This is an optimization exercise on Yosys and OpenROAD, whose aim is small area, not a production implementation.
Only simulation tests tie the RTL to the original design; equivalence was not proved.

==> job 1152: inputs <==
==> flow/design.v (excerpt) <==
module raster_core #(
  parameter int XW = 7,
  parameter int YW = 6,
  parameter int CW = 6,
  parameter int DW = 3
) (
  input  logic            clk,
  input  logic            rst_n,
  input  logic            frame_start_in,
  input  logic            px_valid_in,
  input  logic [XW-1:0]   px_x_in,
  input  logic [YW-1:0]   px_y_in,
  input  logic [CW-1:0]   bg_color_in,
  input  logic [2*CW-1:0] poly_color_in,
  input  logic [2*XW-1:0] v0_x_in,
  input  logic [2*XW-1:0] v1_x_in,
  input  logic [2*XW-1:0] v2_x_in,
  input  logic [2*YW-1:0] v0_y_in,
  input  logic [2*YW-1:0] v1_y_in,
  input  logic [2*YW-1:0] v2_y_in,
  input  logic [2*DW-1:0] poly_depth_in,
  input  logic            en_screen_in,
  input  logic [1:0]      poly_enable_in,
  output logic [CW-1:0]   color_out,
  output logic            color_valid_out
);
clock: 8.0 ns
lec_check: 0
cap_margin: 20
core_margin: 2
core_utilization: 60
place_density: 0.75
slew_margin: 20
standard.sh (not shown) runs the stock make flow with config.mk's settings and CLKGATE_MAP_FILE= SYNTH_SCRIPT=/design/flow/synth_recipe.tcl, a recipe that flattens the netlist after the stock synthesis.
==> flow/flow/run.sh <==
#!/bin/bash
# Standard layout, with these changes:
#  - synthesis places the design's rc_fa / rc_ha adder cells directly as library
#    full / half adders (flow/premap.tcl, run right after the design is read);
#  - synthesis keeps yosys's default Brent-Kung carry chains (SYNTH_OPERATIONS_ARGS
#    set, so the Kogge-Stone map is not added);
#  - every port still gets its buffer, a buf_1;
#  - clock tree options below.
set -euo pipefail
bash standard.sh SYNTH_CANONICALIZE_TCL="$PWD/flow/premap.tcl" \
  SYNTH_OPERATIONS_ARGS=-noshare \
  BUFFER_PORTS_ARGS="-buffer_cell sky130_fd_sc_hd__buf_1" \
  CTS_ARGS="-sink_clustering_enable -repair_clock_nets -buf_list sky130_fd_sc_hd__clkbuf_8 -dont_use_dummy_load" finish > standard.log 2>&1
==> flow/flow/fa_map.v <==
// Map the design's adder cells straight onto the library's adder cells.
module rc_fa (input a, b, c, output s, co);
  sky130_fd_sc_hd__fa_1 _TECHMAP_REPLACE_ (.A(a), .B(b), .CIN(c), .SUM(s), .COUT(co));
endmodule

module rc_ha (input a, b, output s, co);
  sky130_fd_sc_hd__ha_1 _TECHMAP_REPLACE_ (.A(a), .B(b), .SUM(s), .COUT(co));
endmodule
==> flow/flow/premap.tcl <==
# Run after the design is read: place the design's rc_fa / rc_ha adder cells
# as library full / half adders, so the rest of synthesis keeps them as they are.
techmap -map [file join [file dirname [info script]] fa_map.v] t:rc_fa t:rc_ha
==> job 1161: changes against job 1152 <==
GPL_TIMING_DRIVEN = 0   (was default)
==> job 6648: changes against job 1152 <==
CAP_MARGIN = 0   (was 20)
SLEW_MARGIN = 0   (was 20)
==> comparison <==
- Job 1152 completed without violations. Job 6648 passed the timing, DRC and antenna checks. Job 1161 produced a clean layout.
- Critical path depth is the same in job 1161 and job 1152.
- In job 6648 the sequential share of layout area is higher than in job 1161, by 0.32 points.
- Global-route usage is the same in job 1152 and job 6648.
- Maximum frequency: job 1152 is larger than job 1161 (about 2.5%).
- Against job 1152, the register-to-register slack of job 1161 is lower by 190 ps.
- Routed wire length: job 1152 is lower than job 1161 (1.2%).
- Of job 1161 and job 1152, job 1161 has the higher design area (gap 1.7%, measured against job 1152).
==> figures <==
                                                                           job 1152          job 6648          job 1161
Status                                                               finished clean    finished clean    finished clean
Initial DRC Count                                                               818               818               794
Non-Clock Buffer Count                                                          168               168               199
Fraction of the core area covered by cells at the end of the flow             65.2%             65.2%             66.4%
Largest net degree at the start of global routing                                57                57                32
Critical path capture point                                        hit_q[1]$_DFF_P_  hit_q[1]$_DFF_P_  hit_q[0]$_DFF_P_
Placed Area                                                             0.0209 mm^2       0.0209 mm^2       0.0209 mm^2
Post-route cell area                                                    0.0212 mm^2       0.0212 mm^2       0.0215 mm^2
Post-CTS sizing                                                                   0                 0                30
First-pass GRT wire length                                                 72700 um          72700 um          72900 um
Buffers and inverters on the worst path                                           2                 2                 3
Met3 wire length                                                            4160 um           4160 um           3940 um
Largest stage delay on the critical path                                     570 ps            570 ps            610 ps
Worst-path fanout max                                                             7                 7                 8

==> inputs of trial 30 <==
raster_core, a different RTL version from the one above (not shown whole).
clock: 8.0 ns
lec_check: 0
cap_margin: 20
core_margin: 2
core_utilization: 70
place_density: 0.85
slew_margin: 20
Scripts as last shown in full above: flow/flow/run.sh, flow/flow/fa_map.v, flow/flow/premap.tcl
==> build 27: changes against trial 30 <==
--- a/flow/config.mk
+++ b/flow/config.mk
@@ -8,5 +8,6 @@
 export CAP_MARGIN = 20
 export CORE_MARGIN = 2
-export CORE_UTILIZATION = 70
-export PLACE_DENSITY = 0.85
+export CORE_UTILIZATION = 60
+export GPL_ROUTABILITY_DRIVEN = 0
+export PLACE_DENSITY = 0.75
 export SLEW_MARGIN = 20
==> trial 90: changes against trial 30 <==
--- a/flow/config.mk
+++ b/flow/config.mk
@@ -8,5 +8,5 @@
 export CAP_MARGIN = 20
 export CORE_MARGIN = 2
-export CORE_UTILIZATION = 70
-export PLACE_DENSITY = 0.85
+export CORE_UTILIZATION = 60
+export PLACE_DENSITY = 0.75
 export SLEW_MARGIN = 20
==> impl_metrics.tcl <==
set metrics [dict create \
    outcome "no timing/DRC/antenna violations" \
    wl_per_cell_microns 21.6 \
    routabilityCongestion 0.942 \
    grt_pass1_wl_microns 77000 \
    multi_input_area_share_pct 69.1 \
    dieWidth_microns 174 \
    rr_startpoint "t0_dy0[5]" \
    layout.nets 2514 \
    routed_wl_microns 47400 \
    core_area_sq_mm 0.0286 \
    dp_hpwl_microns 39200 \
    clock_area_share_pct 1.09 \
    startpoint "t0_dy0[5]" \
    syn2layout_area_growth_pct 6.23 \
]
Source of the figures above: trial 30

==> impl_metrics.tcl <==
set metrics [dict create \
    outcome "no timing/DRC/antenna violations" \
    layout.nets 2511 \
    dp_hpwl_microns 38500 \
    clock_area_share_pct 1.08 \
    syn2layout_area_growth_pct 6.58 \
    ys_top_cells_by_count "fa_1 (468), nand2_1 (302), and2_1 (216)" \
    dieWidth_microns 188 \
    first_iter_violations 807 \
    rr_startpoint "t0_dy0[4]" \
    core_area_sq_mm 0.0334 \
    routed_wl_microns 45900 \
    grt_pass1_wl_microns 75700 \
    routabilityCongestion 0.918 \
    multi_input_area_share_pct 68.9 \
    wl_per_cell_microns 20.3 \
    startpoint "t0_dy0[4]" \
]
Source of the figures above: trial 90

==> impl_metrics.tcl <==
set metrics [dict create \
    outcome "no timing/DRC/antenna violations" \
    dp_hpwl_microns 38000 \
    wl_per_cell_microns 20.1 \
    routed_wl_microns 45300 \
    syn2layout_area_growth_pct 6.53 \
    grt_pass1_wl_microns 76000 \
    core_area_sq_mm 0.0334 \
    dieWidth_microns 188 \
    layout.nets 2511 \
    fin_area_sq_mm 0.0216 \
    clock_area_share_pct 1.08 \
    rr_startpoint "t0_dy0[5]" \
]
Source of the figures above: build 27


==> exp/raven <==
Another version of the RTL of raster_core (not shown whole).
clock: 8.0 ns
lec_check: 0
cap_margin: 20
core_margin: 2
core_utilization: 40
gpl_timing_driven: 0
slew_margin: 20
Scripts as last shown in full above: flow/flow/run.sh, flow/flow/fa_map.v, flow/flow/premap.tcl
==> inputs of exp/sierra, as changes to exp/raven <==
--- a/flow/flow/run.sh
+++ b/flow/flow/run.sh
@@ -11,3 +11,3 @@
   SYNTH_OPERATIONS_ARGS=-noshare \
   BUFFER_PORTS_ARGS="-buffer_cell sky130_fd_sc_hd__buf_1" \
-  CTS_ARGS="-sink_clustering_enable -repair_clock_nets -buf_list sky130_fd_sc_hd__clkbuf_8 -dont_use_dummy_load" finish > standard.log 2>&1
+  CTS_ARGS="-sink_clustering_enable -repair_clock_nets -buf_list sky130_fd_sc_hd__clkbuf_8 -sink_clustering_size 30 -dont_use_dummy_load" finish > standard.log 2>&1
--- a/flow/config.mk
+++ b/flow/config.mk
@@ -8,5 +8,5 @@
 export CAP_MARGIN = 20
 export CORE_MARGIN = 2
-export CORE_UTILIZATION = 40
-export GPL_TIMING_DRIVEN = 0
+export CORE_UTILIZATION = 60
+export PLACE_DENSITY = 0.75
 export SLEW_MARGIN = 20
==> flow_summary.toml <==
[routing]
first_iter_violations = 884
met2_length_um = 22700

[place]
post-place-ws_ps = 448

[status]
run_status = "no timing/DRC/antenna violations"

[setup_path]
required_ps = 8410
crit_buf_inv = 0

[clocking]
clk_pin_slew_worst_paths_ps = 110

[floorplanning]
start_util_pct = 60.6
# the run above: exp/sierra

==> flow_summary.toml <==
[status]
run_status = "no timing/DRC/antenna violations"

[setup_path]
crit_buf_inv = 1

[floorplanning]
start_util_pct = 40.5

[routing]
first_iter_violations = 879
met2_length_um = 22800

[clocking]
clk_pin_slew_worst_paths_ps = 80
# the run above: exp/raven


==> build 38 <==
raster_core again, from the RTL that the note above started with.
==> flow/config.mk <==
export PLATFORM = sky130hd
export DESIGN_NAME = raster_core
export DESIGN_NICKNAME = raster_core
export VERILOG_FILES = /design/flow/design.v
export SDC_FILE = /design/flow/constraint.sdc
export NUM_CORES = 4
export LEC_CHECK = 0
export CAP_MARGIN = 20
export CORE_MARGIN = 2
export CORE_UTILIZATION = 40
export SLEW_MARGIN = 20
==> flow/constraint.sdc <==
create_clock -name core_clock -period 8.0 [get_ports {clk}]
set_input_delay 1.6000 -clock core_clock [delete_from_list [all_inputs] [get_ports {clk}]]
set_output_delay 1.6000 -clock core_clock [all_outputs]
set_load 0.01 [all_outputs]
==> flow/flow/run.sh <==
#!/bin/bash
# Standard layout, with these changes:
#  - synthesis places the design's rc_fa / rc_ha adder cells directly as library
#    full / half adders (flow/premap.tcl, run right after the design is read);
#  - synthesis keeps yosys's default Brent-Kung carry chains (SYNTH_OPERATIONS_ARGS
#    set, so the Kogge-Stone map is not added);
#  - every port still gets its buffer, a buf_1;
#  - clock tree options below.
set -euo pipefail
bash standard.sh SYNTH_CANONICALIZE_TCL="$PWD/flow/premap.tcl" \
  SYNTH_OPERATIONS_ARGS=-noshare \
  BUFFER_PORTS_ARGS="-buffer_cell sky130_fd_sc_hd__buf_1" \
  CTS_ARGS="-sink_clustering_enable -repair_clock_nets -buf_list sky130_fd_sc_hd__clkbuf_8 -dont_use_dummy_load" finish > standard.log 2>&1
Scripts as last shown in full above: flow/flow/fa_map.v, flow/flow/premap.tcl
==> inputs of trial 57, as changes to build 38 <==
--- a/flow/flow/run.sh
+++ b/flow/flow/run.sh
@@ -10,4 +10,4 @@
 bash standard.sh SYNTH_CANONICALIZE_TCL="$PWD/flow/premap.tcl" \
   SYNTH_OPERATIONS_ARGS=-noshare \
   BUFFER_PORTS_ARGS="-buffer_cell sky130_fd_sc_hd__buf_1" \
-  CTS_ARGS="-sink_clustering_enable -repair_clock_nets -buf_list sky130_fd_sc_hd__clkbuf_8 -dont_use_dummy_load" finish > standard.log 2>&1
+  CTS_ARGS="-sink_clustering_enable -repair_clock_nets -buf_list sky130_fd_sc_hd__clkbuf_16 -sink_clustering_size 40 -sink_clustering_max_diameter 150 -dont_use_dummy_load" finish > standard.log 2>&1
--- a/flow/config.mk
+++ b/flow/config.mk
@@ -7,5 +7,6 @@
 export LEC_CHECK = 0
 export CAP_MARGIN = 20
 export CORE_MARGIN = 2
-export CORE_UTILIZATION = 40
+export CORE_UTILIZATION = 60
+export PLACE_DENSITY = 0.75
 export SLEW_MARGIN = 20
==> inputs of trial 76, as changes to build 38 <==
--- a/flow/config.mk
+++ b/flow/config.mk
@@ -7,5 +7,6 @@
 export LEC_CHECK = 0
 export CAP_MARGIN = 20
 export CORE_MARGIN = 2
-export CORE_UTILIZATION = 40
+export CORE_UTILIZATION = 60
+export PLACE_DENSITY = 0.75
 export SLEW_MARGIN = 20
==> results.txt <==
metric	trial 57	trial 76	build 38
Rows	68	68	83
Register cell area after layout	4990 µm²	4990 µm²	4991 µm²
Detailed-routed wire length on met3	4337 µm	4417 µm	3526 µm
Cell at the root of the clock tree	clkbuf_16	clkbuf_8	clkbuf_8
Clk_skew	20.44 ps	38.26 ps	44.47 ps
Detail Placement HPWL	40380 µm	40380 µm	43150 µm
CP max-delay cell	dfxtp_1	dfxtp_1	fa_1
Drt wl/cell	21.48 µm	21.38 µm	20.72 µm
Reg2reg start	t1_w[0]	t1_w[0]	t1_dy0[4]
Wire length the detailed router placed on met1	19750 µm	19630 µm	22910 µm
Total Routed Length	48230 µm	48000 µm	51330 µm
Crit Path Max Fanout	11	11	8
Total cell area at the placement stage	21970 µm²	21970 µm²	22320 µm²
Status	no timing/DRC/antenna violations	no timing/DRC/antenna violations	no timing/DRC/antenna violations
Rel. slew slack	38.52%	37.85%	38.93%
Logic depth of the worst path, buffers included	20	21	24
Multi-input combinational area share	67.69%	68.28%	67.23%
# Taps	455	455	680

==> v25 <==
raster_core, a different RTL version from the one above (not shown whole).
Design raster_core, start of the top module:
module raster_core #(
  parameter int XW = 7,
  parameter int YW = 6,
  parameter int CW = 6,
  parameter int DW = 3
) (
  input  logic            clk,
  input  logic            rst_n,
  input  logic            frame_start_in,
  input  logic            px_valid_in,
  input  logic [XW-1:0]   px_x_in,
  input  logic [YW-1:0]   px_y_in,
  input  logic [CW-1:0]   bg_color_in,
  input  logic [2*CW-1:0] poly_color_in,
  input  logic [2*XW-1:0] v0_x_in,
  input  logic [2*XW-1:0] v1_x_in,
  input  logic [2*XW-1:0] v2_x_in,
  input  logic [2*YW-1:0] v0_y_in,
  input  logic [2*YW-1:0] v1_y_in,
  input  logic [2*YW-1:0] v2_y_in,
  input  logic [2*DW-1:0] poly_depth_in,
  input  logic            en_screen_in,
  input  logic [1:0]      poly_enable_in,
  output logic [CW-1:0]   color_out,
  output logic            color_valid_out
);
==> flow/config.mk <==
export PLATFORM = sky130hd
export DESIGN_NAME = raster_core
export DESIGN_NICKNAME = raster_core
export VERILOG_FILES = /design/flow/design.v
export SDC_FILE = /design/flow/constraint.sdc
export NUM_CORES = 4
export LEC_CHECK = 0
export CAP_MARGIN = 20
export CORE_MARGIN = 2
export CORE_UTILIZATION = 60
export PLACE_DENSITY = 0.75
export SLEW_MARGIN = 20
==> flow/constraint.sdc <==
create_clock -name core_clock -period 8.0 [get_ports {clk}]
set_input_delay 1.6000 -clock core_clock [delete_from_list [all_inputs] [get_ports {clk}]]
set_output_delay 1.6000 -clock core_clock [all_outputs]
set_load 0.01 [all_outputs]
==> flow/flow/run.sh <==
#!/bin/bash
# Standard layout, with these changes:
#  - synthesis places the design's rc_fa / rc_ha adder cells directly as library
#    full / half adders (flow/premap.tcl, run right after the design is read);
#  - synthesis keeps yosys's default Brent-Kung carry chains (SYNTH_OPERATIONS_ARGS
#    set, so the Kogge-Stone map is not added);
#  - every port still gets its buffer, a buf_1;
#  - clock tree options below.
set -euo pipefail
bash standard.sh SYNTH_CANONICALIZE_TCL="$PWD/flow/premap.tcl" \
  SYNTH_OPERATIONS_ARGS=-noshare \
  BUFFER_PORTS_ARGS="-buffer_cell sky130_fd_sc_hd__buf_1" \
  CTS_ARGS="-sink_clustering_enable -repair_clock_nets -buf_list sky130_fd_sc_hd__clkbuf_2 sky130_fd_sc_hd__clkbuf_4 sky130_fd_sc_hd__clkbuf_8 -dont_use_dummy_load" finish > standard.log 2>&1
Scripts as last shown in full above: flow/flow/fa_map.v, flow/flow/premap.tcl
==> v18 (differences from v25) <==
--- a/flow/flow/run.sh
+++ b/flow/flow/run.sh
@@ -11,3 +11,3 @@
   SYNTH_OPERATIONS_ARGS=-noshare \
   BUFFER_PORTS_ARGS="-buffer_cell sky130_fd_sc_hd__buf_1" \
-  CTS_ARGS="-sink_clustering_enable -repair_clock_nets -buf_list sky130_fd_sc_hd__clkbuf_2 sky130_fd_sc_hd__clkbuf_4 sky130_fd_sc_hd__clkbuf_8 -dont_use_dummy_load" finish > standard.log 2>&1
+  CTS_ARGS="-sink_clustering_enable -repair_clock_nets -buf_list sky130_fd_sc_hd__clkbuf_8 -dont_use_dummy_load" finish > standard.log 2>&1
==> results.txt <==
Final layout:
- Clock tree buffers and inverters occupy 1.12% of the routed design's cell area.
- The layout has 17 clock buffers.
- There are 180 flip-flops and latches.

Placed design:
- The worst slack at placement is 441 ps.

Hold path:
- In this run the most critical hold path is launched from s1_blank.

Worst setup path:
- The critical register-to-register path endpoint is hit_q[0].

Logic synthesis:
- The simple-gate portion of the synthesized area is 13.7%.
- After Yosys synthesis, XOR and XNOR cells account for less than 1% of the synthesized area.
- The synthesized netlist devotes 1.31% of its cell area to compound gates.
- The number of enable flip-flop cells after synthesis is between 100 and 150.

Floorplan:
- The core footprint is about 32,000 um2.

Global routing:
- The most used routing layer in global routing is met2.

Status:
- The flow ran to the end and the layout has no timing, DRC or antenna violations.

CTS:
- The clock passes through at most 2 buffers.
The numbers above come from v18.

==> results.txt <==
Logic synthesis:
- The share of flip-flops with an asynchronous set or reset is 3.89%.
- The most instantiated library cell after synthesis is sky130_fd_sc_hd__fa_1.
- The share of the synthesized netlist area taken by xor and xnor gates is less than 1%.
- Ranked by total cell area, the synthesized netlist is headed by sky130_fd_sc_hd__fa_1 51%, sky130_fd_sc_hd__edfxtp_1 16%, sky130_fd_sc_hd__and2_1 7.2%.
- The simple-gate portion of the synthesized area is between 10% and 20%.
- After Yosys synthesis, full adders, half adders and majority gates account for a little under three fifths of the synthesized area.
- By count the netlist is led by 498 x sky130_fd_sc_hd__fa_1, 280 x sky130_fd_sc_hd__nand2_1, 224 x sky130_fd_sc_hd__and2_1.
- The number of enable flip-flop cells after synthesis is 107.
- The synthesized netlist devotes 1.31% of its cell area to compound gates.

Placed design:
- The HPWL after detailed placement is 38.0 mm.
- The worst slack at placement is 441 ps.
- The total cell area at the placement stage is 20,700 um2.
- Routability-driven placement finished with a final weighted congestion of 0.935.
- The number of placed instances, taps included is roughly 2.1k.

Status:
- The tool reported: "[ERROR STA-0564] clock_tree_synthesis positional arguments not supported".
- The flow did not finish.
- The flow stopped in clock tree synthesis.

Floorplan:
- The number of standard-cell rows in the floorplan is 66.
- For this design the top-level I/O count stands at 129.
The numbers above come from v25.

-- separate check: timing with driven ports --
No port has a modelled driver above. Below, the same layouts with a new extraction and two added sets of constraints. Step 1 (the two cells are an assumption about what drives the block):
set clk [get_ports {clk}]
set_driving_cell -lib_cell sky130_fd_sc_hd__clkbuf_16 $clk
set_driving_cell -lib_cell sky130_fd_sc_hd__buf_2 [delete_from_list [all_inputs] $clk]
Step 2 also shifts input and output timing later by t, the mid clock arrival at the registers, as if the neighbouring blocks saw the same clock. Three values: no drivers, after step 1, after step 2; two values: the first two.
| run | shift t [ns] | setup slack, ns | worst setup path after step 2 | worst slew at a driven data input, ns |
|---|---|---|---|---|
| job 1152 | 0.504 | 0.337 / 0.337 / 0.337 | register to register | 0.07 |
| job 1161 | 0.508 | 0.145 / 0.145 / 0.145 | register to register | 0.07 |
| job 6648 | 0.504 | 0.337 / 0.337 / 0.337 | register to register | 0.07 |
| trial 30 | 0.518 | 0.442 / 0.442 / 0.442 | register to register | 0.05 |
| build 27 | 0.503 | 0.477 / 0.477 / 0.477 | register to register | 0.06 |
| trial 90 | 0.504 | 0.455 / 0.455 / 0.455 | register to register | 0.06 |
| exp/raven | 0.540 | 0.231 / 0.231 / 0.231 | register to register | 0.12 |
| exp/sierra | 0.537 | 0.490 / 0.490 / 0.490 | register to register | 0.12 |
| build 38 | 0.546 | 0.444 / 0.444 / 0.444 | register to register | 0.13 |
| trial 57 | 0.491 | 0.443 / 0.443 / 0.443 | register to register | 0.11 |
| trial 76 | 0.537 | 0.490 / 0.490 / 0.490 | register to register | 0.12 |
| v18 | 0.504 | 0.429 / 0.429 / 0.429 | register to register | 0.07 |
After both steps every run listed still meets setup and hold.
